Context: an optimization exercise on an open-source flow, tuned for small area, a short achievable clock period and few clock cycles per item. The choices shown serve that exercise and are no tape-out recipe.
Function was checked by simulation only, so behaviour that the tests miss may differ from the original.
The clock port is modelled as an ideal driver; clocking choices that lean on that would not hold on a real chip.
Power figures rest on the tool's default switching activity, not on a simulated workload.

### flow/standard.sh
#!/bin/bash
# synth_recipe.tcl (not shown) runs the flow's synth.tcl, then flattens the netlist and writes it again
# the make line also repeats each setting of config.mk as NAME=value (left out here)
make -C /OpenROAD-flow-scripts/flow DESIGN_CONFIG=/design/flow/config.mk WORK_HOME=/design/flow/orfs CLKGATE_MAP_FILE= SYNTH_SCRIPT=/design/flow/synth_recipe.tcl "${@:-finish}"
### flow/constraint.sdc
create_clock -name core_clock -period 10.0 [get_ports {clk}]
set_input_delay 2.0000 -clock core_clock [delete_from_list [all_inputs] [get_ports {clk}]]
set_output_delay 2.0000 -clock core_clock [all_outputs]
set_load 0.01 [all_outputs]
### flow/flow/run.sh
#!/bin/bash
set -euo pipefail
here=$(pwd)
{
  cat <<'EOT'
proc use_flow_abc_script {name1 name2 op} {
  upvar #0 abc_args a
  set i [lsearch -exact $a -script]
  if {$i >= 0 && [lindex $a [expr {$i + 1}]] ne $::env(FLOW_ABC_SCRIPT)} {
    lset a [expr {$i + 1}] $::env(FLOW_ABC_SCRIPT)
  }
}
trace add variable ::abc_args write use_flow_abc_script
# no half/full adder cells: they would only come from XORs in the table
set ::env(ADDER_MAP_FILE) ""
EOT
  cat synth_recipe.tcl
} > flow_synth.tcl
export FLOW_ABC_SCRIPT="$here/flow/area.abc"
sed "s#SYNTH_SCRIPT=[^ ]*#SYNTH_SCRIPT=$here/flow_synth.tcl#" standard.sh > flow_standard.sh
export BUFFER_PORTS_ARGS="-buffer_cell sky130_fd_sc_hd__buf_1"
export SETUP_SLACK_MARGIN=4.8
export SKIP_REPAIR_TIE_FANOUT=1
for step in synth floorplan place cts route finish; do
  bash flow_standard.sh "$step" > "log_$step.txt" 2>&1
done
### flow/design.v
module factorial_core #(
    parameter int unsigned MAX_N = 20
) (
    input  logic             clk,
    input  logic             reset_n,
    input  logic             fifo_empty,
    input  logic [31:0]      fifo_dout,
    output logic             fifo_rd_en,
    output logic [63:0]      result,
    output logic             result_valid,
    input  logic             result_ready,
    output logic             overflow,
    output logic             busy
);
    logic        r_ok;
    logic        r_hs;
    logic        r_z;
    logic        w_pend;     
    logic        w_v0;       
    logic        w_v1;       
    logic [4:0]  r_c0;       
    logic [4:0]  r_c1;       
    logic [4:0]  w_code;
    logic        w_hs;
    logic        w_rd;
    logic [63:0] w_fact;
    assign w_code = {fifo_dout[4:3] | {2{|fifo_dout[31:5]}}, fifo_dout[2:0]};
    assign w_pend = r_hs && !r_z;
    assign w_v0   = r_ok ? r_z : r_hs;
    assign w_v1   = !r_ok && r_hs && r_z;
    assign w_hs   = w_v0 && result_ready;
    assign w_rd   = !fifo_empty && (r_ok || (r_hs && result_ready));
    logic w_l000;
    logic w_l001;
    logic w_l002;
    logic w_l003;
    logic w_l004;
    logic w_l005;
    logic w_l006;
    logic w_l007;
    logic w_l008;
    logic w_l009;
    logic w_l010;
    logic w_l011;
    logic w_l012;
    logic w_l013;
    logic w_l014;
    logic w_l015;
    logic w_l016;
    logic w_l017;
    logic w_l018;
    logic w_l019;
    logic w_l020;
    logic w_l021;
    logic w_l022;
    logic w_l023;
    logic w_l024;
    logic w_l025;
    logic w_l026;
    logic w_l027;
    logic w_l028;
    logic w_l029;
    logic w_l030;
    logic w_l031;
    logic w_l032;
    logic w_l033;
    logic w_l034;
    logic w_l035;
    logic w_l036;
    logic w_l037;
    logic w_l038;
    logic w_l039;
    logic w_l040;
    logic w_l041;
    assign w_l014 = r_c0[4] & ~r_c0[3];
    assign w_l015 = w_l014 & ~r_c0[2];
    assign w_fact[39] = w_l015 & r_c0[1];
    assign w_fact[47] = w_fact[39] & ~r_c0[0];
    assign w_l016 = ~(r_c0[1] | r_c0[0]);
    assign w_l017 = w_l016 & w_l014;
    assign w_fact[54] = w_l017 & r_c0[2];
    assign w_l018 = r_c0[1] & r_c0[0];
    assign w_fact[53] = w_l018 & w_l015;
    assign w_fact[55] = w_fact[53] | w_fact[54];
    assign w_l019 = ~r_c0[4] & r_c0[3];
    assign w_l020 = w_l019 & r_c0[2];
    assign w_fact[13] = w_l020 & ~r_c0[0];
    assign w_l021 = ~(w_l018 | w_l016);
    assign w_l022 = w_l021 & w_l015;
    assign w_fact[27] = w_l022 | w_fact[13];
    assign w_l023 = w_fact[27] & ~r_c0[1];
    assign w_fact[23] = w_l023 | w_fact[55];
    assign w_l024 = ~(w_l021 | r_c0[2]);
    assign w_l025 = w_l021 & r_c0[2];
    assign w_l026 = ~(w_l025 | w_l024);
    assign w_l027 = w_l018 & ~r_c0[2];
    assign w_fact[11] = ~w_l027 & w_l019;
    assign w_l028 = ~(w_l019 | w_l015);
    assign w_l029 = ~w_l028 & r_c0[1];
    assign w_l030 = w_l015 & ~r_c0[1];
    assign w_l031 = ~(w_l030 | w_l017);
    assign w_l032 = w_l026 & w_l019;
    assign w_fact[18] = w_l032 | ~w_l031;
    assign w_l033 = w_fact[18] & ~r_c0[2];
    assign w_fact[16] = w_l033 | w_l029;
    assign w_l034 = ~w_fact[16] & w_fact[11];
    assign w_l035 = w_l019 & ~r_c0[2];
    assign w_l036 = w_l035 & r_c0[1];
    assign w_fact[10] = w_l036 | w_l034;
    assign w_l037 = w_fact[10] & r_c0[0];
    assign w_l038 = w_l020 & r_c0[0];
    assign w_fact[41] = w_l017 | w_l015;
    assign w_l039 = ~(w_fact[41] | w_l038);
    assign w_fact[25] = ~w_l039 | w_l037;
    assign w_fact[37] = w_fact[25] & w_l026;
    assign w_fact[46] = w_fact[37] & w_fact[23];
    assign w_fact[42] = w_fact[54] | w_fact[47];
    assign w_l040 = ~(w_l039 | w_fact[10]);
    assign w_l041 = ~(w_l040 | w_fact[27]);
    assign w_fact[26] = ~(w_l041 | w_fact[42]);
    assign w_l000 = w_fact[26] & r_c0[1];
    assign w_fact[36] = w_l000 | w_fact[46];
    assign w_fact[45] = w_fact[54] | w_fact[39];
    assign w_fact[17] = w_l029 & ~w_l027;
    assign w_fact[20] = w_fact[17] | w_l017;
    assign w_l001 = w_fact[20] & w_fact[27];
    assign w_fact[34] = w_l001 | ~w_l031;
    assign w_l002 = r_c0[1] & ~r_c0[0];
    assign w_fact[33] = ~w_l002 & w_l015;
    assign w_fact[32] = ~(w_l039 | w_l026);
    assign w_fact[31] = w_fact[46] | w_fact[47];
    assign w_fact[44] = w_l015 & ~r_c0[0];
    assign w_fact[29] = w_l038 | w_l030;
    assign w_fact[30] = w_fact[29] | w_l001;
    assign w_fact[24] = w_fact[29] & ~w_fact[27];
    assign w_l003 = ~w_l002 & w_l020;
    assign w_fact[28] = w_l003 | w_fact[24];
    assign w_l004 = w_fact[16] & ~w_fact[53];
    assign w_fact[22] = w_l004 & w_fact[25];
    assign w_fact[21] = w_fact[20] | w_l037;
    assign w_l005 = ~(w_fact[32] | w_fact[27]);
    assign w_fact[19] = ~(w_l005 | w_fact[44]);
    assign w_fact[15] = ~(w_l028 | r_c0[1]);
    assign w_l006 = w_l002 & w_l035;
    assign w_fact[14] = w_l006 | w_l003;
    assign w_l007 = ~(r_c0[4] | r_c0[3]);
    assign w_fact[4] = w_l007 & r_c0[2];
    assign w_l008 = w_fact[4] & r_c0[1];
    assign w_l009 = w_l035 & ~r_c0[1];
    assign w_fact[7] = w_l009 | w_l008;
    assign w_l010 = ~(w_fact[7] | w_l020);
    assign w_l011 = ~(w_l010 | w_l021);
    assign w_fact[12] = w_l011 | w_l036;
    assign w_fact[40] = w_l040 & ~w_fact[47];
    assign w_fact[9] = w_l008 | w_l006;
    assign w_l012 = w_fact[4] & w_l018;
    assign w_fact[8] = w_l012 | w_l035;
    assign w_fact[6] = w_l007 & w_l025;
    assign w_fact[5] = w_fact[4] & r_c0[0];
    assign w_fact[3] = w_fact[4] & ~r_c0[1];
    assign w_fact[2] = w_l007 & w_l027;
    assign w_l013 = w_l007 & ~r_c0[2];
    assign w_fact[1] = w_l013 & r_c0[1];
    assign w_fact[0] = w_l013 & ~r_c0[1];
    assign { w_fact[63:56], w_fact[52:48], w_fact[43], w_fact[38], w_fact[35] } = { 2'h0, w_fact[54], 4'h0, w_fact[55], w_fact[39], 1'h0, w_fact[47], w_fact[42], w_fact[46], w_fact[39], w_fact[31], w_fact[31] };
    assign fifo_rd_en   = w_rd;
    assign result       = w_fact;
    assign overflow     = r_c0 > 5'(MAX_N);
    assign result_valid = w_v0;
    assign busy         = w_v0 || w_pend;
    logic w_nv0;
    logic w_nv1;
    logic w_nok;
    always_comb begin
        if (w_v0) begin
            w_nv0 = !w_hs || w_v1 || w_pend;
            w_nv1 = !w_hs && (w_v1 || w_pend);
        end else begin
            w_nv0 = w_pend;
            w_nv1 = 1'b0;
        end
        w_nok = !w_nv1 && !(w_nv0 && w_rd);
    end
    always_ff @(posedge clk or negedge reset_n) begin
        if (!reset_n) begin
            r_ok <= 1'b0;
            r_hs <= 1'b0;
            r_z  <= 1'b0;
        end else begin
            r_ok <= w_nok;
            r_hs <= w_nok ? (w_rd && !w_nv0) : 1'b1;
            r_z  <= w_nok ? w_nv0 : w_nv1;
        end
    end
    always_ff @(posedge clk) begin
        if (w_hs || !w_v0) r_c0 <= w_v1 ? r_c1 : w_code;
        if (w_hs || !w_v1) r_c1 <= w_code;
    end
endmodule
### flow/flow/area.abc
strash; dch -f; map -a; mfs2; strash; dch -f; map -a; topo; stime -c; buffer -c; dnsize -c
### flow/config.mk
export PLATFORM = sky130hd
export DESIGN_NAME = factorial_core
export DESIGN_NICKNAME = factorial_core
export VERILOG_FILES = /design/flow/design.v
export SDC_FILE = /design/flow/constraint.sdc
export NUM_CORES = 4
export LEC_CHECK = 0
export ABC_AREA = 1
export CAP_MARGIN = 20
export CORE_AREA = 2 2 60 60
export DIE_AREA = 0 0 62 62
export SLEW_MARGIN = 20
==> impl_metrics.tcl, run 1 <==
set metrics [dict create \
    nFillCells 402 \
    placed_cells 311 \
    crit_required_ns 8.00 \
    grt_first_pass_wirelength_um 4754 \
    syn_to_final_growth_pct 27.96 \
    cts_buffer_depth 2 \
    via_count 1377 \
    cp_common_cell "nand2_1" \
    fp.coreArea_mm2 0.003284 \
    synth.avg_cell_area_um2 6.135 \
    die_area_mm2 0.003844 \
    final_cell_mix "buf_1, nor2_1, nand2_1, inv_1, o21ai_0" \
    cp_cell_sequence "clkinv_1 -> nor2_1 -> nor2_1 -> xor2_1 -> o21ai_0 -> nand2_1 -> nand2_1 -> o21ai_0 -> nand2_1 -> nand2_1 -> nand2_1 -> nor2_1 -> buf_1" \
    syn_area_mm2 0.001141 \
    cts-htree-levels 1 \
    start_util_pct 34.74 \
    finalCriticalPeriod_ns 4.774 \
    drt-pass1-iter-count 4 \
    final.period_utilization_pct 47.74 \
    clockRootBuffer "clkbuf_4" \
    antenna_found_initial 0 \
    layout_commonest_cell "buf_1" \
    gp_congestion 0.8750 \
    yosys_warnings 1 \
    p_total_uw 177.1 \
    critPathMaxFanout 10 \
    cts_tree "done" \
    setup_viol 0 \
    setup_slack_ns 5.226 \
    clk_pin_slew_worst_paths_ns 0.08 \
    antenna_left 0 \
    clkLatencyLatePin_ns 0.26 \
    grt_overflow 0 \
    dp_hpwl_um 2725 \
    hp-class "register to register" \
    fmax_mhz 209.5 \
    grt_use_total_pct 16.05 \
    synthCells 186 \
    reg2reg_setup_slack_ns 8.49 \
    wl_per_cell_um 9.959 \
    layout-drive-gt1-share_pct 1.115 \
    status "complete, no violations" \
    antennaDiodeCount 0 \
    clock_sinks 13 \
    cts-buffers-inserted 3 \
    final_cells 315 \
    grt_pass1_vias 1137 \
    cts_setup_buffers 0 \
    critPathKind "register to output port" \
    arrival_ns 2.77 \
    slowest_stage "edfxtp_1" \
    port_buffers 96 \
    tns_ns 0 \
    viasPerCell 4.371 \
    post_cts_resized 0 \
    drv_slew 0 \
    ios 104 \
    p_per_area_mw_per_mm2 121.3 \
    cp_slowest_stage_delay_ns 0.53 \
    post-route-drc-count 0 \
    path_delay_family "simple AND/OR/NAND/NOR gates" \
    timing_hold_violations_final 0 \
    synth-seq-cells 13 \
    synthesis.nets 222 \
    cp-start-kind "register" \
    cts_hold_buf 0 \
    worst_clock_skew_ns 0.001306 \
    power_leakage_uw 0.0006704 \
    grt_start_max_net_pins 11 \
    ys_types 18 \
    drt_first_iter_violations 61 \
    fp.dieW_um 62 \
    postRouteWirelength_um 3137 \
    rsz0062_at_grt "false" \
    synth_seq_area_share_pct 32.89 \
    end_kind "output port" \
    crit_buf_inv 2 \
    layout.nets 306 \
    dieHeight_um 62 \
    preCtsSetupSlack_ns 5.461 \
    peakVddDrop_mv 0.08033 \
    rows 21 \
    max_cap_violations 0 \
]
==> path summary, 6_finish.rpt <==
kind | startpoint | end | cells past startpoint
worst max-delay path | r_c0[1] | result[22] | 13
worst min-delay path | r_c1[2] | r_c0[2] | 2
worst max register to register | r_ok | r_c1[0] | 4
worst min register to register | r_c1[2] | r_c0[2] | 2
max in group asynchronous | reset_n | r_hs | 1
min in group asynchronous | reset_n | r_z | 1
==> cell usage after synthesis (all sizes together) <==
cell / count / share of area (%)
o22ai: 1 / 0.55
dfrtp: 3 / 6.6
o21ai: 12 / 5.3
o21bai: 1 / 0.66
a21oi: 6 / 2.6
edfxtp: 10 / 26
clkinv: 1 / 0.33
nor2: 47 / 15
nor3: 2 / 0.88
nand4: 1 / 0.55
buf: 17 / 11
nor4: 6 / 3.3
nand3: 1 / 0.44
xor2: 1 / 0.77
nand2: 41 / 13
inv: 35 / 12
conb: 1 / 0.33
==> layer usage <==
layer | wire length (um) | track usage [%] | vias up
met2 | 1600 | 28.87 | 49
met1 | 1339 | 19.92 | 604
met5 | 0 | 0 | -
met3 | 189 | 1.656 | 2
met4 | 8 | 5.167 | 0
li1 | - | - | 722
==> final cells by class <==
cell class / count / area (um^2) / area share [%]
Tap cell: 46 / 57.56 / 3.942
Inverter: 36 / 135.1 / 9.255
Multi-Input combinational cell: 120 / 505.5 / 34.62
Clock buffer: 4 / 26.28 / 1.799
Timing Repair Buffer: 96 / 360.3 / 24.68
Sequential cell: 13 / 375.4 / 25.71
==> worst register-to-register path: stages (launching register included) <==
cell and delay [ns]:
dfrtp_1 0.41, nor2_1 0.11, inv_1 0.07, nor2_1 0.36, nand2_1 0.26
==> report_power, final <==
group	switching [uW]	internal [uW]	leakage (uW)
Sequential	7.71	67.6	0.000129
Clock	15.7	15.4	0.0000150
Combinational	49.9	20.7	0.000526
==> metrics by stage <==
stage / cell area (um^2) / hold slack (ns) / util, %
final: 1460 / 0.5237 / 44.46
after global routing: 1460 / 0.5673 / 44.46
after CTS: 1460 / 0.5257 / 44.46
after detailed placement: 1434 / 0.5075 / 43.66
after global placement: 1434 / 0.5088 / 43.66
after floorplan: 1141 / 0.4943 / -
==> sequential cells by signal, indices dropped and copies added (netlist names) <==
signal	cells
r_hs	1
r_ok	1
r_c0	5
r_c1	5
r_z	1
==> logic make-up after synthesis <==
logic type,after synthesis,synth area share (%)
simple gates,98,34.10
buf+inv,53,22.81
compound gates,20,9.102
flops,13,32.89
xor+xnor,1,0.7677
other cells,1,0.3286
Testbench counts, summed over its fixed seeds: cycles 1,048, items 1,024.
==> run 2: changes to the inputs <==
--- a/flow/flow/run.sh
+++ b/flow/flow/run.sh
@@ -19,7 +19,7 @@
 export FLOW_ABC_SCRIPT="$here/flow/area.abc"
 sed "s#SYNTH_SCRIPT=[^ ]*#SYNTH_SCRIPT=$here/flow_synth.tcl#" standard.sh > flow_standard.sh
 export BUFFER_PORTS_ARGS="-buffer_cell sky130_fd_sc_hd__buf_1"
-export SETUP_SLACK_MARGIN=4.8
+export SETUP_SLACK_MARGIN=5.0
 export SKIP_REPAIR_TIE_FANOUT=1
 for step in synth floorplan place cts route finish; do
   bash flow_standard.sh "$step" > "log_$step.txt" 2>&1
==> run 2 against run 1 <==
Effect of this change: critical path depth is 9 lower; non-clock buffer count is 2 higher; maximum frequency is 5.1% higher; utilization grew 0.57 points; sequential share of layout area decreased by 0.33 points; die area unchanged; power rose by 1.6%; combinational power increased by 5.5%; first-iteration DRC count grew 38%; critical endpoint is now fifo_rd_en.
==> impl_metrics.tcl, run 2 <==
set metrics [dict create \
    synthCells 186 \
    switching_share_pct 41.16 \
    gp_congestion 0.8750 \
    layout_commonest_cell "buf_1" \
    clockRootBuffer "clkbuf_4" \
    syn_to_final_growth_pct 29.61 \
    worst_clock_skew_ns 0.001306 \
    grt_pass1_vias 1137 \
    max_cap_violations 0 \
    crit_required_ns 8.00 \
    grt_overflow 0 \
    min_from "r_c1[2]" \
    rr_endpoint "r_c1[0]" \
    fin_area_mm2 0.001479 \
    yosys.area.top_type "edfxtp_1" \
    arrival_ns 2.54 \
    postRouteWirelength_um 3146 \
    drv_slew 0 \
    antenna_left 0 \
    clkLatencyLatePin_ns 0.26 \
    cts-htree-levels 1 \
    cts_tree "done" \
    status "complete, no violations" \
    clock_sinks 13 \
    layout-drive-gt1-share_pct 2.214 \
    setup_viol 0 \
    syn_area_mm2 0.001141 \
    multi_input_area_um2 505.5 \
    reg2reg_depth 4 \
    fp.dieW_um 62 \
    p_clk_share_pct 17.3 \
    antenna_found_initial 0 \
    fmax_mhz 220.1 \
    ys_async_sr_fraction_pct 23.08 \
    grt_use_total_pct 16.05 \
    cts-buffers-inserted 3 \
    drt_first_iter_violations 84 \
    regArea_um2 375.4 \
    rows 21 \
    peakVddDrop_mv 0.08007 \
    cts_hold_buf 0 \
    rsz0062_at_grt "false" \
    min_to "r_c0[2]" \
    end_kind "output port" \
    r2r-start "r_ok" \
    reg2reg_setup_slack_ns 8.49 \
    cts_buffer_depth 2 \
    via_count 1391 \
    synth-seq-cells 13 \
    synth_edf_count 10 \
    critPathKind "primary input to output port" \
    placed_area_mm2 0.001434 \
    die_area_mm2 0.003844 \
    synth_flop_cell "edfxtp_1" \
    ys_types 18 \
    clk_pin_slew_worst_paths_ns 0.08 \
    cp-start-kind "primary input" \
    p_per_area_mw_per_mm2 121.7 \
    synth.avg_cell_area_um2 6.135 \
    combPwrFrac_pct 41.4 \
    antennaDiodeCount 0 \
    viasPerCell 4.388 \
    synthTopCellsByArea "edfxtp_1, nor2_1, nand2_1" \
    wl_per_cell_um 9.924 \
    post-route-drc-count 0 \
    min_delay_path_depth 2 \
    hp-class "register to register" \
    yosysTopAreaCellShare_pct 26.32 \
    p_int_uw 105.9 \
    yosys-top-cells-count "nor2_1, nand2_1, inv_1" \
    power_leakage_uw 0.0006786 \
    finalCriticalPeriod_ns 4.543 \
    synth_seq_area_share_pct 32.89 \
    reg_top3 "r_c0: 5 flops, r_c1: 5 flops" \
    dp_hpwl_um 2725 \
    port_buffers 96 \
    layout.nets 308 \
    critPathMaxFanout 3 \
    synthesis.nets 222 \
    start_util_pct 34.74 \
    timing_hold_violations_final 0 \
    dieHeight_um 62 \
    grt_first_pass_wirelength_um 4754 \
    ios 104 \
    yosysMostFrequentCell "nor2_1" \
    drt-pass1-iter-count 4 \
    p_sw_uw 74.06 \
    final.period_utilization_pct 45.43 \
    yosys_warnings 1 \
    final_cell_mix "buf_1, nor2_1, nand2_1, inv_1, o21ai_0" \
    grt_start_max_net_pins 11 \
    fp.coreArea_mm2 0.003284 \
    p_seq_share_pct 41.3 \
    nFillCells 402 \
    tns_ns 0 \
]
==> run 2: cell counts after synthesis <==
Identical to the previous run, type by type.
==> run 2: layout make-up <==
class                      count  share of cell area [%]
clock buffer                   4                   1.777
inverter                      36                   9.391
multi-input combinational    120                   34.18
sequential                    13                   25.38
tap                           46                   3.892
timing repair buffer          98                   25.38
==> run 2: worst max-delay path by stage <==
stage	slack, ns	cells after the start	from	endpoint
2_1_floorplan	5.55	14	r_c0[1]	result[36]
3_3_place_gp	5.52	4	result_ready	fifo_rd_en
3_5_place_dp	5.46	4	result_ready	fifo_rd_en
4_1_cts	5.23	13	r_c0[1]	result[22]
5_1_grt	5.14	13	r_c0[1]	result[22]
6_report	5.46	4	result_ready	fifo_rd_en
==> run 2: stage by stage <==
stage / util [%] / setup WS (ns) / instances / total power [uW] / hold WS, ns
floorplan: - / 5.546 / 186 / 123.2 / 0.4943
global placement: 43.66 / 5.520 / 311 / 145.7 / 0.5088
detailed placement: 43.66 / 5.461 / 311 / 146.9 / 0.5075
CTS: 44.46 / 5.227 / 315 / 178.3 / 0.5257
global route: 45.03 / 5.142 / 317 / 195.5 / 0.5673
finish: 45.03 / 5.457 / 317 / 179.9 / 0.5237
==> run 2: what timing repair did <==
action,in CTS,in global routing
buffers inserted,0,2
setup endpoints to repair,0,2
resized for setup,0,1
hold endpoints to repair,0,0
==> run 2: routing by layer <==
| layer | vias to the layer above | GRT usage [%] | wire [um] |
|---|---|---|---|
| met5 | - | 0 | 0 |
| met3 | 2 | 1.656 | 199 |
| li1 | 726 | - | - |
| met1 | 607 | 19.92 | 1334 |
| met4 | 0 | 5.167 | 8 |
| met2 | 56 | 28.87 | 1604 |
==> run 2: cells by family (layout without fill, tap and decap cells) <==
logic type                after synthesis  count (layout)  share of synthesized area [%]
DFF                                    13              13                          32.89
xor gates and xnor gates                1               1                         0.7677
AOI/OAI and AO/OA                      20              20                          9.102
other                                   1               1                         0.3286
and+or+nand+nor                        98              98                          34.10
buffers and inverters                  53             138                          22.81
==> run 2: critical path: stages <==
cell and delay [ns]:
buf_1 0.13, a21oi_1 0.11, nor2_1 0.14, buf_1 0.17
==> run 2: power by group through the flow <==
stage / clock [uW] / sequential [uW] / combinational, uW
2_1_floorplan: 0 / 72.4 / 50.7
3_3_place_gp: 0 / 76.3 / 69.4
3_5_place_dp: 0 / 76.4 / 70.5
4_1_cts: 32.2 / 75.2 / 70.9
5_1_grt: 35.1 / 74.9 / 85.5
6_report: 31.2 / 74.3 / 74.5
==> run 3: changes to the inputs <==
--- a/flow/flow/run.sh
+++ b/flow/flow/run.sh
@@ -19,7 +19,7 @@
 export FLOW_ABC_SCRIPT="$here/flow/area.abc"
 sed "s#SYNTH_SCRIPT=[^ ]*#SYNTH_SCRIPT=$here/flow_synth.tcl#" standard.sh > flow_standard.sh
 export BUFFER_PORTS_ARGS="-buffer_cell sky130_fd_sc_hd__buf_1"
-export SETUP_SLACK_MARGIN=5.0
+export SETUP_SLACK_MARGIN=5.3
 export SKIP_REPAIR_TIE_FANOUT=1
 for step in synth floorplan place cts route finish; do
   bash flow_standard.sh "$step" > "log_$step.txt" 2>&1
==> run 3 against run 2 <==
Effect of this change: cell area is 0.17% lower; die area is the same; clock skew unchanged; worst setup slack unchanged; sequential share of layout area is essentially flat; critical path type unchanged.
==> impl_metrics.tcl, run 3 <==
set metrics [dict create \
    drv_slew 0 \
    die_area_mm2 0.003844 \
    path_delay_family "buffers and inverters" \
    reg_top3 "r_c0: 5 flops, r_c1: 5 flops" \
    cts-htree-levels 1 \
    cts_buffer_depth 2 \
    setup_viol 0 \
    via_count 1393 \
    slowest_stage "buf_1" \
    cts-buffers-inserted 3 \
    synth-seq-cells 13 \
    arrival_ns 2.54 \
    fmax_mhz 220.1 \
    final_core_util_pct 44.95 \
    antenna_left 0 \
    cp_common_cell "buf_1" \
    rows 21 \
    clkLatencyLatePin_ns 0.26 \
    synthCells 186 \
    cp-start-kind "primary input" \
    critPathMaxFanout 3 \
    post-route-drc-count 0 \
    max_cap_violations 0 \
    ys_types 18 \
    synth_flop_cell "edfxtp_1" \
    cts_tree "done" \
    antennaDiodeCount 0 \
    tns_ns 0 \
    yosys.area.top_type "edfxtp_1" \
    grt_first_pass_wirelength_um 4754 \
    grt_overflow 0 \
    cts_hold_buf 0 \
    clk_pin_slew_worst_paths_ns 0.08 \
    finalCriticalPeriod_ns 4.543 \
    crit_required_ns 8.00 \
    nFillCells 401 \
    gp_congestion 0.8750 \
    p_per_area_mw_per_mm2 121.9 \
    critPathKind "primary input to output port" \
    hp-class "register to register" \
    viasPerCell 4.394 \
    antenna_found_initial 0 \
    synthesis.nets 222 \
    layout.nets 308 \
    layout-drive-gt1-share_pct 2.214 \
    power_leakage_uw 0.0006826 \
    final.period_utilization_pct 45.43 \
    grt_start_max_net_pins 11 \
    wl_per_cell_um 9.937 \
    synthTopCellsByArea "edfxtp_1, nor2_1, nand2_1" \
    start_util_pct 34.74 \
    timing_hold_violations_final 0 \
    yosys-top-cells-count "nor2_1, nand2_1, inv_1" \
    layout_commonest_cell "buf_1" \
    regArea_um2 375.4 \
    yosys_warnings 1 \
    synth.avg_cell_area_um2 6.135 \
    fp.dieW_um 62 \
    end_kind "output port" \
    clock_sinks 13 \
    cp_slowest_stage_delay_ns 0.17 \
    clockRootBuffer "clkbuf_4" \
    crit_buf_inv 2 \
    final_cell_mix "buf_1, nor2_1, nand2_1, inv_1" \
    grt_pass1_vias 1137 \
    worst_clock_skew_ns 0.001306 \
    yosysTopAreaCellShare_pct 26.32 \
    syn_to_final_growth_pct 29.39 \
    synth_edf_count 10 \
    peakVddDrop_mv 0.07966 \
    yosysMostFrequentCell "nor2_1" \
    fp.coreArea_mm2 0.003284 \
    cp_cell_sequence "buf_1 -> a21oi_1 -> nor2_1 -> buf_1" \
    postRouteWirelength_um 3150 \
    multi_input_area_um2 505.5 \
    ys_async_sr_fraction_pct 23.08 \
    syn_area_mm2 0.001141 \
    drt-pass1-iter-count 4 \
    dp_hpwl_um 2725 \
    ios 104 \
    port_buffers 96 \
    grt_use_total_pct 16.05 \
    drt_first_iter_violations 78 \
    synth_seq_area_share_pct 32.89 \
    rsz0062_at_grt "false" \
    dieHeight_um 62 \
    status "complete, no violations" \
]
run 3: where the power goes:
group          switching (uW)  internal [uW]  leakage (uW)  total, uW
clock                    15.7           15.4     0.0000150       31.2
combinational            51.9           22.8      0.000539       74.7
sequential               6.48           67.6      0.000129       74.1
run 3: metal layers:
layer / global-route usage, % / wire length [um] / up-vias
met3: 1.656 / 191 / 2
met4: 5.167 / 8 / 0
met2: 28.87 / 1612 / 52
met1: 19.92 / 1338 / 614
li1: - / - / 725
met5: 0 / 0 / -
run 3: cell families (layout without fill, tap and decap cells):
group                     count (synthesis)  count (layout)  synth area share (%)
AOI/OAI and AO/OA                        20              20                 9.102
xor gates and xnor gates                  1               1                0.7677
buffers and inverters                    53             138                 22.81
DFF                                      13              13                 32.89
other                                     1               1                0.3286
and+or+nand+nor                          98              98                 34.10
run 3: final timing paths:
check                              to  slack [ns]  cells past startpoint         start
max reg2reg                   r_c1[0]        8.49                      4          r_ok
min                           r_c0[2]        0.52                      2       r_c1[2]
max                        fifo_rd_en        5.46                      4  result_ready
min reg2reg                   r_c0[2]        0.52                      2       r_c1[2]
min in group asynchronous         r_z        1.53                      1       reset_n
max in group asynchronous        r_hs        8.32                      1       reset_n
run 3: cell type report:
cell class / instances / share of cell area, %
well taps: 46 / 3.898
flip-flops and latches: 13 / 25.42
repair buffers: 98 / 25.42
clock buffers: 4 / 1.780
multi-input cells: 120 / 34.24
inverters: 36 / 9.237
run 3: what timing repair did:
item,CTS,global route
setup endpoints to repair,2,6
resized for setup,1,2
setup buffers,0,2
gates cloned,0,0
run 3: metrics by stage:
stage / setup WS [ns] / instances / total power [uW] / cell area [um^2] / hold slack (ns)
finish: 5.457 / 317 / 179.9 / 1476 / 0.5237
detailed placement: 5.461 / 311 / 146.9 / 1434 / 0.5075
global route: 5.357 / 317 / 195.4 / 1476 / 0.5673
CTS: 5.362 / 315 / 178.5 / 1461 / 0.5257
floorplan: 5.546 / 186 / 123.2 / 1141 / 0.4943
global placement: 5.520 / 311 / 145.7 / 1434 / 0.5088
run 3: worst register-to-register path, cell delays in order (launching register included):
cell and delay, ns:
dfrtp_1 0.41, nor2_1 0.11, inv_1 0.07, nor2_1 0.36, nand2_1 0.26
==> run 4: changes to the inputs <==
==> flow/flow/area.abc (replaced) <==
strash; dch -f; map -a; mfs2; strash; dch -f; map -a; mfs2; strash; dch -f; amap; topo; stime -c; buffer -c; dnsize -c
==> run 4 against run 3 <==
Effect of this change: critical path depth rose by 1; first-iteration DRC count decreased by 36%; register-to-register slack gained 0.17 ns; worst setup slack got worse by 0.084 ns; maximum frequency down 1.8%; sequential power up 9.6%; power increased by 8.9%; synthesized cell count decreased by 16%; worst hold slack better by 0.023 ns; clock skew is 0.0038 ns higher; critical endpoint unchanged.
==> impl_metrics.tcl, run 4 <==
set metrics [dict create \
    worst_clock_skew_ns 0.005074 \
    synthTopCellsByArea "edfxtp_1, nor2_1, buf_4" \
    clockRootBuffer "clkbuf_4" \
    yosys_warnings 1 \
    post-route-drc-count 0 \
    die_area_mm2 0.003844 \
    max_cap_violations 0 \
    grt_overflow 0 \
    synth_edf_count 10 \
    fp.coreArea_mm2 0.003284 \
    cts_tree "done" \
    antenna_found_initial 0 \
    tns_ns 0 \
    syn_area_mm2 0.001102 \
    viasPerCell 4.572 \
    dieHeight_um 62 \
    layout_commonest_cell "buf_1" \
    layout-drive-gt1-share_pct 11.79 \
    dp_hpwl_um 2650 \
    port_buffers 96 \
    drv_slew 0 \
    via_count 1335 \
    cts_buffer_depth 2 \
    antenna_left 0 \
    fin_area_mm2 0.001525 \
    rsz0062_at_grt "true" \
    cts-htree-levels 1 \
    ys_async_sr_fraction_pct 23.08 \
    crit_required_ns 8.00 \
    synthesis.nets 193 \
    status "complete, no violations" \
    wl_per_cell_um 11.33 \
    p_per_area_mw_per_mm2 128.5 \
    synth-seq-cells 13 \
    fmax_mhz 216.1 \
    yosysMostFrequentCell "nor2_1" \
    clock_sinks 13 \
    critPathMaxFanout 4 \
    grt_first_pass_wirelength_um 4353 \
    final_cell_mix "buf_1, nor2_1, inv_1, nand2_1, o21ai_0" \
    placed_area_mm2 0.001390 \
    syn_to_final_growth_pct 38.37 \
    timing_hold_violations_final 0 \
    peakVddDrop_mv 0.1081 \
    power_leakage_uw 0.0006722 \
    maxSlewHeadroom_pct 65.04 \
    ios 104 \
    clkLatencyLatePin_ns 0.28 \
    synth.avg_cell_area_um2 7.021 \
    start_util_pct 33.56 \
    gp_congestion 0.8190 \
    synthCells 157 \
    cts-buffers-inserted 3 \
    final.period_utilization_pct 46.27 \
    arrival_ns 2.63 \
    layout.nets 283 \
    yosysTopAreaCellShare_pct 27.24 \
    cp-start-kind "primary input" \
    end_kind "output port" \
    tightestPinTransition_ns 0.5204 \
    grt_pass1_vias 1032 \
    yosys.area.top_type "edfxtp_1" \
    postRouteWirelength_um 3307 \
    drt_first_iter_violations 50 \
    rows 21 \
    antennaDiodeCount 0 \
    ys_types 21 \
    setup_viol 0 \
    grt_start_max_net_pins 9 \
    grt_use_total_pct 15.17 \
    finalCriticalPeriod_ns 4.627 \
    clk_pin_slew_worst_paths_ns 0.08 \
    drt-pass1-iter-count 4 \
    critPathKind "primary input to output port" \
    hp-class "register to register" \
    synth_flop_cell "edfxtp_1" \
    fp.dieW_um 62 \
    reg_top3 "r_c0: 5 flops, r_c1: 5 flops" \
    synth_seq_area_share_pct 34.05 \
    yosys-top-cells-count "nor2_1, inv_1, buf_4" \
    cts_hold_buf 0 \
]
run 4: changes by cell type in the layout (fill, tap and decap cells not counted), moves of 5 or more:
cell	previous run	this run
inv_1	35	20
nor2_1	47	33
buf_4	2	7
nand2_1	41	12
o22a_1	0	5
or2_2	0	7
run 4: per-stage QoR:
stage                     utilization (%)  setup WS [ns]  hold WS, ns  power (uW)  cells
after global routing                46.44          5.204       0.5748       210.8    292
after floorplan                         -          5.527       0.5185       123.7    157
final                               46.44          5.373       0.5466       196.0    292
after detailed placement            42.32          5.333       0.5291       139.6    281
after CTS                           44.50          5.323       0.5510       181.5    290
after global placement              42.32          5.351       0.5316       139.9    281
run 4: worst max-delay path, stage by stage:
cell and delay, ns:
buf_1 0.06, inv_1 0.06, o21bai_1 0.19, nor2b_4 0.20, buf_6 0.11
run 4: final cells by class:
class | count | area, um^2
multi-input combinational | 105 | 565.5
clock inverter | 1 | 5.005
timing repair buffer | 103 | 420.4
sequential | 13 | 375.4
clock buffer | 3 | 22.52
tap | 46 | 57.56
fill | 363 | 1759
inverter | 21 | 78.83
run 4: worst paths after layout:
kind	endpoint	slack, ns	cells past startpoint	startpoint
max	fifo_rd_en	5.37	5	result_ready
min	r_c0[0]	0.55	1	r_c1[0]
max reg2reg	r_c1[0]	8.66	5	r_hs
min reg2reg	r_c0[0]	0.55	1	r_c1[0]
max in group asynchronous	r_z	8.33	1	reset_n
min in group asynchronous	r_hs	1.51	1	reset_n
run 4: timing repair:
action | 4_1_cts | 5_1_grt
pin swaps | 0 | 1
cloned | 0 | 0
setup endpoints to repair | 8 | 9
setup buffers | 5 | 2
resized for setup | 2 | 16
run 4: power breakdown:
part           leakage (uW)  internal, uW  switching, uW  total [uW]
clock             0.0000177          14.9           17.9        32.8
sequential         0.000128          71.1           10.0        81.2
combinational      0.000526          33.2           48.8        82.0
total              0.000672           119           76.8         196
run 4: metal layers:
metal	vias to the layer above	track usage, %	wire [um]
met4	0	4.559	67
li1	683	-	-
met1	573	17.33	1321
met2	70	29.02	1650
met5	-	0	0
met3	9	1.863	268
run 4: kinds of logic after synthesis:
group	synth area share, %
other	0.3402
and+or+nand+nor	32.01
DFF	34.05
buffers and inverters	18.96
AOI/OAI and AO/OA	14.64
==> run 5: changes to the inputs <==
--- a/flow/flow/run.sh
+++ b/flow/flow/run.sh
@@ -19,7 +19,7 @@
 export FLOW_ABC_SCRIPT="$here/flow/area.abc"
 sed "s#SYNTH_SCRIPT=[^ ]*#SYNTH_SCRIPT=$here/flow_synth.tcl#" standard.sh > flow_standard.sh
 export BUFFER_PORTS_ARGS="-buffer_cell sky130_fd_sc_hd__buf_1"
-export SETUP_SLACK_MARGIN=5.3
+export SETUP_SLACK_MARGIN=5.4
 export SKIP_REPAIR_TIE_FANOUT=1
 for step in synth floorplan place cts route finish; do
   bash flow_standard.sh "$step" > "log_$step.txt" 2>&1
==> run 5 against run 4 <==
Effect of this change: still clean; utilization grew 2.4 points; clock skew shrank 0.0027 ns; power grew 8.8%; synthesized cell count is the same; non-clock buffer count grew 8; area after synthesis is the same; cell count grew 2.7%; via count grew 2.5%; clock power is essentially flat; critical path depth is the same; critical path type unchanged.
==> impl_metrics.tcl, run 5 <==
set metrics [dict create \
    cts-buffers-inserted 3 \
    dieHeight_um 62 \
    clock_sinks 13 \
    route.met2.wl_um 1732 \
    crit_required_ns 8.00 \
    cp.depth 5 \
    max_cap_violations 0 \
    status "complete, no violations" \
    wl_met3_um 289 \
    reg2reg_depth 7 \
    critPathMaxFanout 4 \
    via_count 1369 \
    clockRootBuffer "clkbuf_4" \
    cp-start-kind "primary input" \
    dp_hpwl_um 2650 \
    cp_cell_sequence "buf_1 -> inv_2 -> o21bai_2 -> nor2b_4 -> buf_6" \
    synth-seq-cells 13 \
    cts_hold_buf 0 \
    cts_buffer_depth 2 \
    slowest_stage "nor2b_4" \
    reg_top3 "r_c0: 5 flops, r_c1: 5 flops" \
    viasPerCell 4.563 \
    synth_seq_area_share_pct 34.05 \
    yosys-top-cells-count "nor2_1, inv_1, buf_4" \
    ys_types 21 \
    antennaDiodeCount 0 \
    clk_pin_slew_worst_paths_ns 0.08 \
    synthesis.nets 193 \
    fin_area_mm2 0.001604 \
    antenna_found_initial 0 \
    setup_viol 0 \
    routed.top_layer "met4" \
    power_leakage_uw 0.0007078 \
    cp_slowest_stage_delay_ns 0.19 \
    critPathKind "primary input to output port" \
    wl_per_cell_um 11.30 \
    rows 21 \
    peakVddDrop_mv 0.1082 \
    post-route-drc-count 0 \
    cts_tree "done" \
    yosysMostFrequentCell "nor2_1" \
    port_buffers 96 \
    fp.coreArea_mm2 0.003284 \
    maxSlewHeadroom_pct 64.30 \
    fp.dieW_um 62 \
    rsz0062_at_grt "true" \
    grt_start_max_net_pins 9 \
    start_util_pct 33.56 \
    tns_ns 0 \
    yosys.area.top_type "edfxtp_1" \
    worst_clock_skew_ns 0.002405 \
    finalCriticalPeriod_ns 4.582 \
    synthTopCellsByArea "edfxtp_1, nor2_1, buf_4" \
    layout_commonest_cell "buf_1" \
    syn_area_mm2 0.001102 \
    preCtsSetupSlack_ns 5.333 \
    p_per_area_mw_per_mm2 132.9 \
    ys_async_sr_fraction_pct 23.08 \
    postRouteWirelength_um 3390 \
    fmax_mhz 218.3 \
    tightestPinTransition_ns 0.5315 \
    nFillCells 353 \
    ios 104 \
    layout.nets 291 \
    drt_first_iter_violations 52 \
    clkLatencyLatePin_ns 0.28 \
    end_kind "output port" \
    antenna_left 0 \
    drv_slew 0 \
    synth_flop_cell "edfxtp_1" \
    yosys_warnings 1 \
    syn_to_final_growth_pct 45.52 \
    hp-class "register to register" \
    wirelength_met1_um 1344 \
    grt_use_total_pct 15.43 \
    synthCells 157 \
    arrival_ns 2.58 \
    layout-drive-gt1-share_pct 16.93 \
    die_area_mm2 0.003844 \
    grt_overflow 0 \
    timing_hold_violations_final 0 \
    cts-htree-levels 1 \
    gp_congestion 0.8190 \
    placed_area_mm2 0.001390 \
    yosysTopAreaCellShare_pct 27.24 \
    grt_first_pass_wirelength_um 4422 \
    setup_slack_ns 5.418 \
    grt_pass1_vias 1050 \
    min_delay_path_depth 1 \
    drt-pass1-iter-count 4 \
    final.period_utilization_pct 45.82 \
    synth_edf_count 10 \
    synth.avg_cell_area_um2 7.021 \
    crit_buf_inv 3 \
    path_delay_family "buffers and inverters" \
    final_cell_mix "buf_1, nor2_1, inv_1, buf_4, o21ai_0" \
]
-- run 5: cell counts after synthesis --
No cell type changed its count.
-- run 5: logic make-up after synthesis --
| group | synth area share (%) |
|---|---|
| and+or+nand+nor | 32.01 |
| other | 0.3402 |
| DFF | 34.05 |
| AOI/OAI and AO/OA | 14.64 |
| buffers and inverters | 18.96 |
-- run 5: power breakdown --
group / internal (uW) / leakage, uW / switching, uW
Combinational: 45.3 / 0.000562 / 52.9
Sequential: 71.2 / 0.000128 / 10.8
Clock: 14.9 / 0.0000177 / 18.1
Total: 131 / 0.000708 / 81.8
-- run 5: worst paths after layout --
| kind | slack [ns] | end | from |
|---|---|---|---|
| min in group asynchronous | 1.51 | r_hs | reset_n |
| max | 5.42 | fifo_rd_en | result_ready |
| max in group asynchronous | 8.33 | r_ok | reset_n |
| min reg2reg | 0.55 | r_c0[0] | r_c1[0] |
| min | 0.55 | r_c0[0] | r_c1[0] |
| max reg2reg | 8.64 | r_ok | r_hs |
-- run 5: worst reg2reg max path, delay by kind of cell, from the launching register on --
| family | cells | cell delay, ns |
|---|---|---|
| AO/OA/AOI/OAI | 1 | 0.13 |
| buffers and inverters | 3 | 0.30 |
| flip-flops | 1 | 0.32 |
| AND/OR/NAND/NOR | 3 | 0.49 |
-- run 5: metrics by stage --
stage | cells | total power (uW) | utilization, % | hold slack, ns
5_1_grt | 300 | 228.0 | 48.84 | 0.5748
6_report | 300 | 213.1 | 48.84 | 0.5473
2_1_floorplan | 157 | 123.7 | - | 0.5185
4_1_cts | 291 | 184.3 | 45.07 | 0.5510
3_5_place_dp | 281 | 139.6 | 42.32 | 0.5291
3_3_place_gp | 281 | 139.9 | 42.32 | 0.5316
-- run 5: layout make-up --
| class | instances | area, um^2 | share of cell area, % |
|---|---|---|---|
| Multi-Input combinational cell | 105 | 584.3 | 36.43 |
| Timing Repair Buffer | 111 | 480.5 | 29.95 |
| Sequential cell | 13 | 375.4 | 23.40 |
| Inverter | 21 | 78.83 | 4.914 |
| Tap cell | 46 | 57.56 | 3.588 |
| Clock buffer | 3 | 22.52 | 1.404 |
| Clock inverter | 1 | 5.005 | 0.3120 |
-- run 5: timing repair --
action                     4_1_cts  5_1_grt
setup endpoints to repair        9        9
gates resized for setup          7       17
buffers inserted                 6        9
pin swaps                        0        7
-- run 5: routing by layer --
metal / vias to the layer above / GRT usage (%)
li1: 699 / -
met1: 597 / 17.07
met2: 70 / 30.21
met3: 3 / 2.070
met4: 0 / 4.255
met5: - / 0
==> run 6: changes to the inputs <==
--- a/flow/flow/run.sh
+++ b/flow/flow/run.sh
@@ -19,8 +19,14 @@
 export FLOW_ABC_SCRIPT="$here/flow/area.abc"
 sed "s#SYNTH_SCRIPT=[^ ]*#SYNTH_SCRIPT=$here/flow_synth.tcl#" standard.sh > flow_standard.sh
 export BUFFER_PORTS_ARGS="-buffer_cell sky130_fd_sc_hd__buf_1"
-export SETUP_SLACK_MARGIN=5.4
+export SETUP_SLACK_MARGIN=5.3
 export SKIP_REPAIR_TIE_FANOUT=1
-for step in synth floorplan place cts route finish; do
+for step in synth floorplan place; do
   bash flow_standard.sh "$step" > "log_$step.txt" 2>&1
 done
+# after placement, aim the repair a little further: by then only the read
+# enable's short path is left below the margin
+export SETUP_SLACK_MARGIN=5.5
+for step in cts route finish; do
+  bash flow_standard.sh "$step" > "log_$step.txt" 2>&1
+done
==> flow/flow/area.abc (replaced) <==
strash; dch -f; map -a; mfs2; strash; dch -f; map -a; topo; stime -c; buffer -c; dnsize -c
==> run 6 against run 5 <==
Effect of this change: cell count is 6.7% higher; clock power is 5% lower; register-to-register slack worse by 0.20 ns; global-route usage is 0.83 points higher; power is 12% lower; sequential share of layout area is 1.1 points higher; wire length is 5.8% lower; critical path type unchanged; largest cell class unchanged; largest power group unchanged.
==> impl_metrics.tcl, run 6 <==
set metrics [dict create \
    cp_cell_sequence "buf_2 -> a21oi_4 -> nor2_2 -> buf_2" \
    end_kind "output port" \
    grt_pass1_vias 1164 \
    clkLatencyLatePin_ns 0.27 \
    layout_commonest_cell "buf_1" \
    critPathMaxFanout 3 \
    ys_types 18 \
    status "complete, no violations" \
    wl_per_cell_um 9.984 \
    post-route-drc-count 0 \
    cp.depth 4 \
    grt_first_pass_wirelength_um 4830 \
    drt_first_iter_violations 92 \
    rsz0062_at_grt "false" \
    max_cap_violations 0 \
    antenna_left 0 \
    start_util_pct 34.74 \
    setup_viol 0 \
    synth_mux_area_share_pct 0 \
    fin_area_mm2 0.001531 \
    layout-drive-gt1-share_pct 6.934 \
    final.period_utilization_pct 44.50 \
    grt_use_total_pct 16.26 \
    fp.coreArea_mm2 0.003284 \
    min_delay_path_depth 2 \
    arrival_ns 2.45 \
    timing_hold_violations_final 0 \
    syn_area_mm2 0.001141 \
    reg2reg_depth 5 \
    synthTopCellsByArea "edfxtp_1, nor2_1, nand2_1" \
    grt_start_max_net_pins 11 \
    yosys-top-cells-count "nor2_1, nand2_1, inv_1" \
    placed_cells 311 \
    synthXorXnorAreaFrac_pct 0.7675 \
    via_count 1397 \
    yosys.area_share.simple_pct 34.10 \
    yosysTopAreaCellShare_pct 26.32 \
    hp-class "register to register" \
    finalCriticalPeriod_ns 4.450 \
    synthesis.nets 222 \
    setup_slack_ns 5.550 \
    fp.dieW_um 62 \
    peakVddDrop_mv 0.08619 \
    reg_top3 "r_c0: 5 flops, r_c1: 5 flops" \
    nFillCells 393 \
    cts_hold_buf 0 \
    preCtsSetupSlack_ns 5.461 \
    layout.nets 311 \
    syn_to_final_growth_pct 34.21 \
    final_core_util_pct 46.63 \
    crit_required_ns 8.00 \
    p_per_area_mw_per_mm2 122.9 \
    cts_buffer_depth 2 \
    yosys.area.top_type "edfxtp_1" \
    final_cells 320 \
    dp_hpwl_um 2725 \
    die_area_mm2 0.003844 \
    synth-seq-cells 13 \
    synth_edf_count 10 \
    ys_async_sr_fraction_pct 23.08 \
    gp_congestion 0.8750 \
    yosysMostFrequentCell "nor2_1" \
    crit_buf_inv 2 \
    slowest_stage "a21oi_4" \
    synth.avg_cell_area_um2 6.135 \
    cp_slowest_stage_delay_ns 0.14 \
    power_leakage_uw 0.0007057 \
    synth_compound_area_share_pct 9.101 \
    path_delay_family "buffers and inverters" \
    drt-pass1-iter-count 4 \
    clk_pin_slew_worst_paths_ns 0.08 \
    cts_tree "done" \
    dieHeight_um 62 \
    grt_overflow 0 \
    synth_flop_cell "edfxtp_1" \
    synthCells 186 \
    cp_common_cell "buf_2" \
    cts-buffers-inserted 3 \
    drv_slew 0 \
    synthAdderAreaFrac_pct 0 \
    cp-start-kind "primary input" \
    yosys_warnings 1 \
    fmax_mhz 224.7 \
    antenna_found_initial 0 \
    synth_top_family_by_area "simple AND/OR/NAND/NOR gates" \
    rows 21 \
    synth_seq_area_share_pct 32.89 \
    tns_ns 0 \
    critPathKind "primary input to output port" \
    cts-htree-levels 1 \
    viasPerCell 4.366 \
    clock_sinks 13 \
    ios 104 \
    antennaDiodeCount 0 \
    postRouteWirelength_um 3195 \
    placed_area_mm2 0.001434 \
    final_cell_mix "buf_1, nand2_1, nor2_1, inv_1" \
    clockRootBuffer "clkbuf_4" \
    worst_clock_skew_ns 0.0004194 \
    port_buffers 96 \
]
==> run 6: what timing repair did <==
action,CTS,global route
resized for setup,4,10
gates cloned,0,0
setup endpoints to repair,7,7
setup buffers,3,2
pin swaps,0,1
==> run 6: worst paths after layout <==
check	start	slack, ns	to
max	result_ready	5.55	fifo_rd_en
min	r_c1[2]	0.52	r_c0[2]
max reg2reg	r_hs	8.44	r_c1[0]
min reg2reg	r_c1[2]	0.52	r_c0[2]
max in group asynchronous	reset_n	8.32	r_hs
min in group asynchronous	reset_n	1.52	r_z
==> run 6: report_power, final <==
group          switching [uW]  internal (uW)  leakage, uW
logic                    54.4           27.4     0.000562
clock network            16.0           15.4    0.0000150
registers                7.32           67.6     0.000129
total                    77.8            110     0.000706
==> run 6: area by class of cell <==
type	instances	area [um^2]	share of cell area, %
Sequential cell	13	375.4	24.51
Timing Repair Buffer	101	400.4	26.14
Tap cell	46	57.56	3.758
Inverter	36	136.4	8.905
Multi-Input combinational cell	120	535.5	34.97
Clock buffer	4	26.28	1.716
==> run 6: tightest hold or removal path: stages, from the launching register on <==
cell and delay [ns]:
edfxtp_1 0.32, nand2_1 0.05, nand2_1 0.05
==> run 6: logic make-up after synthesis <==
group           Yosys count
simple gates             98
buf+inv                  53
compound gates           20
flops                    13
xor+xnor                  1
other cells               1
==> run 6: per-stage QoR <==
stage	hold WS, ns	total power, uW
2_1_floorplan	0.4943	123.2
3_3_place_gp	0.5088	145.7
3_5_place_dp	0.5075	146.9
4_1_cts	0.5257	182.7
5_1_grt	0.5673	204.6
6_report	0.5240	188.2
==> run 6: per-layer routing <==
| layer | track usage, % | vias up | wire, um |
|---|---|---|---|
| li1 | - | 732 | - |
| met1 | 19.80 | 606 | 1305 |
| met2 | 29.32 | 55 | 1654 |
| met3 | 1.863 | 4 | 212 |
| met4 | 5.775 | 0 | 23 |
| met5 | 0 | - | 0 |
==> run 7: changes to the inputs <==
--- a/flow/flow/run.sh
+++ b/flow/flow/run.sh
@@ -26,7 +26,7 @@
 done
 # after placement, aim the repair a little further: by then only the read
 # enable's short path is left below the margin
-export SETUP_SLACK_MARGIN=5.5
+export SETUP_SLACK_MARGIN=5.6
 for step in cts route finish; do
   bash flow_standard.sh "$step" > "log_$step.txt" 2>&1
 done
==> run 7 against run 6 <==
Effect of this change: clock power barely moved; flip-flop and latch count did not move; maximum frequency rose by 0.20%; combinational power rose by 39%; synthesized cell count did not move; cell count rose by 7.2%; wire length rose by 14%; sequential share of layout area fell by 3.1 points; clock skew rose by 0.0035 ns; utilization rose by 6.8 points; global-route usage rose by 1.9 points; clock-buffer cell count did not move; still clean on timing, DRC and antenna.
==> impl_metrics.tcl, run 7 <==
set metrics [dict create \
    status "complete, no violations" \
    synth.avg_cell_area_um2 6.135 \
    yosys_warnings 1 \
    peakVddDrop_mv 0.1204 \
    antenna_found_initial 0 \
    cts_tree "done" \
    drt-pass1-iter-count 4 \
    dp_hpwl_um 2725 \
    p_per_area_mw_per_mm2 125.4 \
    p_seq_share_pct 34.2 \
    layout-drive-gt1-share_pct 16.16 \
    yosys.area_share.simple_pct 34.10 \
    p_total_uw 220.1 \
    yosysMostFrequentCell "nor2_1" \
    cts_buffer_depth 2 \
    post-route-drc-count 0 \
    ys_async_sr_fraction_pct 23.08 \
    start_util_pct 34.74 \
    antenna_left 0 \
    setup_slack_ns 5.559 \
    timing_hold_violations_final 0 \
    clockRootBuffer "clkbuf_4" \
    drv_slew 0 \
    yosys-top-cells-count "nor2_1, nand2_1, inv_1" \
    switching_share_pct 39.75 \
    preCtsSetupSlack_ns 5.461 \
    cts-buffers-inserted 3 \
    grt_start_max_net_pins 11 \
    die_area_mm2 0.003844 \
    grt_overflow 0 \
    synth-seq-cells 13 \
    reg2reg_setup_slack_ns 7.05 \
    use_met1_pct 21.74 \
    wl_per_cell_um 10.59 \
    p_sw_uw 87.50 \
    critPathMaxFanout 2 \
    synth_top_family_by_area "simple AND/OR/NAND/NOR gates" \
    hp-class "register to register" \
    syn_to_final_growth_pct 53.84 \
    p_clk_share_pct 14.2 \
    cp_cell_sequence "buf_8 -> a21oi_4 -> nor2_2 -> buf_2" \
    use_met3_pct 1.863 \
    nFillCells 362 \
    synth_flop_cell "edfxtp_1" \
    arrival_ns 2.44 \
    yosys.area.top_type "edfxtp_1" \
    p_int_uw 132.6 \
    fp.coreArea_mm2 0.003284 \
    cp_slowest_stage_delay_ns 0.15 \
    rsz0062_at_grt "true" \
    viasPerCell 4.362 \
    dieHeight_um 62 \
    clk_pin_slew_worst_paths_ns 0.08 \
    clkLatencyLatePin_ns 0.27 \
    slowest_stage "a21oi_4" \
    cts-htree-levels 1 \
    synthTopCellsByArea "edfxtp_1, nor2_1, nand2_1" \
    synthAdderAreaFrac_pct 0 \
    synth_edf_count 10 \
    end_kind "output port" \
    cp-start-kind "primary input" \
    grt_util_met2_pct 33.63 \
    finalCriticalPeriod_ns 4.441 \
    power_leakage_uw 0.0008344 \
    setup_viol 0 \
    postRouteWirelength_um 3632 \
    fmax_mhz 225.2 \
    crit_required_ns 8.00 \
    ys_types 18 \
    reg_top3 "r_c0: 5 flops, r_c1: 5 flops" \
    tns_ns 0 \
    antennaDiodeCount 0 \
    grt_pass1_vias 1277 \
    grt_first_pass_wirelength_um 5326 \
    port_buffers 96 \
    rows 21 \
    critPathKind "primary input to output port" \
    syn_area_mm2 0.001141 \
    cts_hold_buf 0 \
    via_count 1496 \
    final_cell_mix "buf_1, nand2_1, nor2_1, inv_1, buf_4" \
    ios 104 \
    layout.nets 334 \
    fp.dieW_um 62 \
    synth_compound_area_share_pct 9.101 \
    final.period_utilization_pct 44.41 \
    worst_clock_skew_ns 0.003930 \
    clock_sinks 13 \
    synthCells 186 \
    combPwrFrac_pct 51.7 \
    drt_first_iter_violations 109 \
    synthesis.nets 222 \
    synth_mux_area_share_pct 0 \
    yosysTopAreaCellShare_pct 26.32 \
    grt_use_total_pct 18.15 \
    layout_commonest_cell "buf_1" \
    synthXorXnorAreaFrac_pct 0.7675 \
    max_cap_violations 0 \
    gp_congestion 0.8750 \
    synth_seq_area_share_pct 32.89 \
    grt-busiest-layer "met2" \
]
==> run 7: cell counts after synthesis <==
Identical to the previous run, type by type.
==> run 7: worst max-delay path, delay by kind of cell <==
kind            cells  cell delay, ns
simple gates        1            0.05
buf+inv             2            0.23
compound gates      1            0.15
==> run 7: cells by family (layout without fill, tap and decap cells) <==
family | count (synthesis) | after routing
AND/OR/NAND/NOR | 98 | 98
buffers and inverters | 53 | 164
AO/OA/AOI/OAI | 20 | 20
flip-flops | 13 | 13
other | 1 | 1
XOR/XNOR | 1 | 1
==> run 7: per-layer routing <==
metal | vias up | part of all wire [%]
met1 | 651 | 40
met2 | 63 | 53
met4 | 0 | 0.44
met3 | 4 | 6.1
li1 | 778 | -
met5 | - | 0
==> run 7: final timing paths <==
kind,start,to,cells past startpoint
max,result_ready,fifo_rd_en,4
min,r_c1[2],r_c0[2],2
max reg2reg,r_ok,r_z,22
min reg2reg,r_c1[2],r_c0[2],2
max in group asynchronous,reset_n,r_hs,1
min in group asynchronous,reset_n,r_ok,1
==> run 7: stage by stage <==
stage          cells  utilization (%)  instance area, um^2  hold slack, ns
5_1_grt          343            53.45                 1755          0.5674
2_1_floorplan    186                -                 1141          0.4943
3_3_place_gp     311            43.66                 1434          0.5088
3_5_place_dp     311            43.66                 1434          0.5075
6_report         343            53.45                 1755          0.5243
4_1_cts          338            50.55                 1660          0.5257
==> run 7: final cells by class <==
type | count | area, um^2 | share of cell area [%]
sequential | 13 | 375.4 | 21.38
timing repair buffer | 124 | 606.8 | 34.57
inverter | 36 | 136.4 | 7.769
multi-input combinational | 120 | 553.0 | 31.50
tap | 46 | 57.56 | 3.279
clock buffer | 4 | 26.28 | 1.497
==> run 7: what timing repair did <==
item                                    CTS  global route
hold endpoints to repair                  0             0
gates resized for setup                  10            18
setup buffers                            23             5
pin swaps                                 2             3
endpoints found under the setup margin   11            13
==> run 7: power groups by stage <==
stage               registers (uW)  clock network, uW  logic, uW
CTS                           75.0               32.2       95.8
finish                        75.2               31.2        114
detailed placement            76.4                  0       70.5
floorplan                     72.4                  0       50.7
global route                  76.3               35.9        125
global placement              76.3                  0       69.4
==> run 8: changes to the inputs <==
--- a/flow/flow/run.sh
+++ b/flow/flow/run.sh
@@ -21,12 +21,7 @@
 export BUFFER_PORTS_ARGS="-buffer_cell sky130_fd_sc_hd__buf_1"
 export SETUP_SLACK_MARGIN=5.3
 export SKIP_REPAIR_TIE_FANOUT=1
-for step in synth floorplan place; do
+export PRE_CTS_TCL="$here/flow/upsize_rd.tcl"
+for step in synth floorplan place cts route finish; do
   bash flow_standard.sh "$step" > "log_$step.txt" 2>&1
 done
-# after placement, aim the repair a little further: by then only the read
-# enable's short path is left below the margin
-export SETUP_SLACK_MARGIN=5.6
-for step in cts route finish; do
-  bash flow_standard.sh "$step" > "log_$step.txt" 2>&1
-done
==> flow/flow/upsize_rd.tcl (new file) <==
# Sourced before CTS: give the cells of fifo_rd_en's short path (the output
# buffer, the gates before it and the input buffers of fifo_empty and
# result_ready) the next drive strength. Flip-flops are left as they are.
proc rd_next_size {ref} {
  if {![regexp {^(sky130_fd_sc_hd__\w+)_(\d+)$} $ref -> base n]} { return "" }
  foreach m {2 4} {
    if {$m > $n && [llength [get_lib_cells -quiet */${base}_$m]] > 0} { return ${base}_$m }
  }
  return ""
}
proc rd_drivers {inst} {
  set out {}
  foreach pin [get_pins -of_objects $inst -filter "direction==input"] {
    set net [get_nets -quiet -of_objects $pin]
    if {$net eq ""} { continue }
    foreach drv [get_pins -quiet -of_objects $net -filter "direction==output"] {
      lappend out [get_cells -of_objects $drv]
    }
  }
  return $out
}
set level {}
foreach drv [get_pins -of_objects [get_nets fifo_rd_en] -filter "direction==output"] {
  lappend level [get_cells -of_objects $drv]
}
set seen {}
for {set depth 0} {$depth < 4 && [llength $level] > 0} {incr depth} {
  set next {}
  foreach inst $level {
    set name [get_full_name $inst]
    if {[lsearch -exact $seen $name] >= 0} { continue }
    lappend seen $name
    set ref [get_property $inst ref_name]
    if {[string match "*df*" $ref]} { continue }
    set new [rd_next_size $ref]
    if {$new ne ""} {
      puts "upsize_rd: $name $ref -> $new"
      replace_cell $inst [lindex [get_lib_cells */$new] 0]
    }
    lappend next {*}[rd_drivers $inst]
  }
  set level $next
}
==> run 8 against run 7 <==
Effect of this change: area after synthesis did not move; flip-flop and latch count stayed put; cell area is 15% lower; maximum frequency fell by 1.0%; global-route usage decreased by 1.9 points; clock power up 1%; still clean on timing, DRC and antenna; cell count decreased by 7.6%.
==> impl_metrics.tcl, run 8 <==
set metrics [dict create \
    status "complete, no violations" \
    power_leakage_uw 0.0006911 \
    cp-start-kind "primary input" \
    synth_edf_count 10 \
    path_delay_family "buffers and inverters" \
    timing_hold_violations_final 0 \
    postRouteWirelength_um 3199 \
    grt_pass1_vias 1151 \
    crit_buf_inv 2 \
    drt_first_iter_violations 75 \
    ys_types 18 \
    cp_slowest_stage_delay_ns 0.17 \
    final_cell_mix "buf_1, nor2_1, nand2_1, inv_1" \
    dp_hpwl_um 2725 \
    ios 104 \
    layout_commonest_cell "buf_1" \
    yosys-top-cells-count "nor2_1, nand2_1, inv_1" \
    yosys.area.top_type "edfxtp_1" \
    cp_common_cell "buf_2" \
    fp.coreArea_mm2 0.003284 \
    antennaDiodeCount 0 \
    p_clk_share_pct 17.4 \
    critPathMaxFanout 3 \
    synth.avg_cell_area_um2 6.135 \
    yosysMostFrequentCell "nor2_1" \
    worst_clock_skew_ns 0.0007210 \
    antenna_left 0 \
    post-route-drc-count 0 \
    p_int_uw 106.5 \
    reg_top3 "r_c0: 5 flops, r_c1: 5 flops" \
    setup_viol 0 \
    start_util_pct 34.74 \
    clk_pin_slew_worst_paths_ns 0.08 \
    crit_required_ns 8.00 \
    tns_ns 0 \
    layout-drive-gt1-share_pct 4.059 \
    gp_congestion 0.8750 \
    final.period_utilization_pct 44.88 \
    cts_hold_buf 0 \
    peakVddDrop_mv 0.08176 \
    combPwrFrac_pct 41.7 \
    cts-buffers-inserted 3 \
    clock_sinks 13 \
    antenna_found_initial 0 \
    dieHeight_um 62 \
    grt_overflow 0 \
    rows 21 \
    port_buffers 96 \
    slowest_stage "a21oi_2" \
    drv_slew 0 \
    yosys_warnings 1 \
    p_sw_uw 75.06 \
    final_cells 317 \
    end_kind "output port" \
    arrival_ns 2.49 \
    placed_cells 311 \
    cp_cell_sequence "buf_2 -> a21oi_2 -> nor2_2 -> buf_2" \
    rsz0062_at_grt "false" \
    syn_area_mm2 0.001141 \
    die_area_mm2 0.003844 \
    fmax_mhz 222.8 \
    drt-pass1-iter-count 4 \
    yosysTopAreaCellShare_pct 26.32 \
    syn_to_final_growth_pct 30.26 \
    min_from "r_c1[2]" \
    hp-class "register to register" \
    synthTopCellsByArea "edfxtp_1, nor2_1, nand2_1" \
    synth_seq_area_share_pct 32.89 \
    max_cap_violations 0 \
    layout.nets 308 \
    cts_tree "done" \
    clkLatencyLatePin_ns 0.27 \
    synth_flop_cell "edfxtp_1" \
    viasPerCell 4.366 \
    crit_start "result_ready" \
    via_count 1384 \
    p_seq_share_pct 40.9 \
    nFillCells 400 \
    wl_per_cell_um 10.09 \
    switching_share_pct 41.35 \
    synthesis.nets 222 \
    fp.dieW_um 62 \
    synthCells 186 \
    p_per_area_mw_per_mm2 122.1 \
    grt_start_max_net_pins 11 \
    finalCriticalPeriod_ns 4.488 \
    r2r-start "r_ok" \
    grt_use_total_pct 16.22 \
    grt_first_pass_wirelength_um 4809 \
    ys_async_sr_fraction_pct 23.08 \
    critPathKind "primary input to output port" \
    synth-seq-cells 13 \
]
## run 8: cell counts after synthesis
No cell type changed its count.
## run 8: worst paths after layout
| kind | slack, ns | cells past startpoint | to |
|---|---|---|---|
| hold / removal | 0.52 | 2 | r_c0[2] |
| setup / recovery | 5.51 | 4 | fifo_rd_en |
| max in group asynchronous | 8.33 | 1 | r_hs |
| hold reg to reg | 0.52 | 2 | r_c0[2] |
| min in group asynchronous | 1.52 | 1 | r_z |
| setup reg to reg | 8.49 | 4 | r_c1[0] |
## run 8: tightest hold or removal path: cells and delay by family (launching register included)
family,cells,cell delay (ns)
AND/OR/NAND/NOR,2,0.10
flip-flops,1,0.32
## run 8: cells by family (layout without fill, tap and decap cells)
logic type | after synthesis | after routing | synth area share, %
xor+xnor | 1 | 1 | 0.7677
flops | 13 | 13 | 32.89
other cells | 1 | 1 | 0.3286
simple gates | 98 | 98 | 34.10
compound gates | 20 | 20 | 9.102
buf+inv | 53 | 138 | 22.81
## run 8: final cells by class
cell class / count / area (um^2) / share of cell area (%)
multi-input combinational: 120 / 511.7 / 34.43
inverter: 36 / 136.4 / 9.175
sequential: 13 / 375.4 / 25.25
timing repair buffer: 98 / 379.1 / 25.51
clock buffer: 4 / 26.28 / 1.768
tap: 46 / 57.56 / 3.872
## run 8: timing repair
item                       in CTS  in global routing
gates resized for setup         1                  2
setup endpoints to repair       2                  6
buffers inserted                0                  2
## run 8: routing by layer
metal  global-route usage (%)  wire, um
met5                        0         0
met4                    5.167        10
met3                    1.656       205
met1                    19.80      1345
met2                    29.61      1637
## run 8: power groups by stage
| stage | registers (uW) | logic, uW | clock network, uW |
|---|---|---|---|
| finish | 74.3 | 75.7 | 31.6 |
| global route | 74.9 | 86.7 | 35.2 |
| CTS | 75.6 | 72.0 | 32.2 |
| detailed placement | 76.4 | 70.5 | 0 |
| global placement | 76.3 | 69.4 | 0 |
| floorplan | 72.4 | 50.7 | 0 |
## run 8: through the flow
step                      instance area (um^2)  util (%)  hold slack [ns]  power [uW]  setup slack, ns
after floorplan                           1141         -           0.4943       123.2            5.546
after global placement                    1434     43.66           0.5088       145.7            5.520
after detailed placement                  1434     43.66           0.5075       146.9            5.461
after CTS                                 1471     44.80           0.5257       179.9            5.362
after global routing                      1486     45.26           0.5673       196.7            5.357
final                                     1486     45.26           0.5238       181.5            5.512

## separate check: timing with driven ports
Ports are ideal in the flow. The routed layouts listed here were re-timed in OpenROAD. Step 1 assumes that a clkbuf_16 drives the clock port and a buf_2 every other input. Step 2 moves the port delays by t, midway between the first and last clock arrival at a register: inputs arrive t later, outputs are due t later. That takes back most of the time a late clock gives input paths. Three values: ideal, step 1, step 2; two values: the first two.
| run | shift t [ns] | slack for setup (ns) | latest minus earliest clock arrival (ns) | slew at the worst register clock pin (ns) | cell pins on the clock port's net |
|---|---|---|---|---|---|
| run 1 | 0.281 | 5.226 / 5.208 / 5.436 | 0.001 / 0.001 | 0.08 / 0.08 | 1 |
| run 2 | 0.281 | 5.457 / 5.436 / 5.436 | 0.001 / 0.001 | 0.08 / 0.08 | 1 |
| run 3 | 0.281 | 5.457 / 5.436 / 5.436 | 0.001 / 0.001 | 0.08 / 0.08 | 1 |
| run 4 | 0.295 | 5.373 / 5.352 / 5.352 | 0.005 / 0.005 | 0.08 / 0.08 | 1 |
| run 5 | 0.296 | 5.418 / 5.397 / 5.397 | 0.003 / 0.003 | 0.08 / 0.08 | 1 |
| run 6 | 0.282 | 5.550 / 5.530 / 5.530 | 0.000 / 0.001 | 0.08 / 0.08 | 1 |
| run 7 | 0.281 | 5.559 / 5.521 / 5.335 | 0.004 / 0.004 | 0.08 / 0.08 | 1 |
| run 8 | 0.284 | 5.512 / 5.492 / 5.492 | 0.001 / 0.001 | 0.08 / 0.08 | 1 |
After both steps setup and hold are still met in every run listed. For run 7, which loses most, drivers alone change the setup slack by -0.038 ns; drivers and shift together by -0.224 ns.
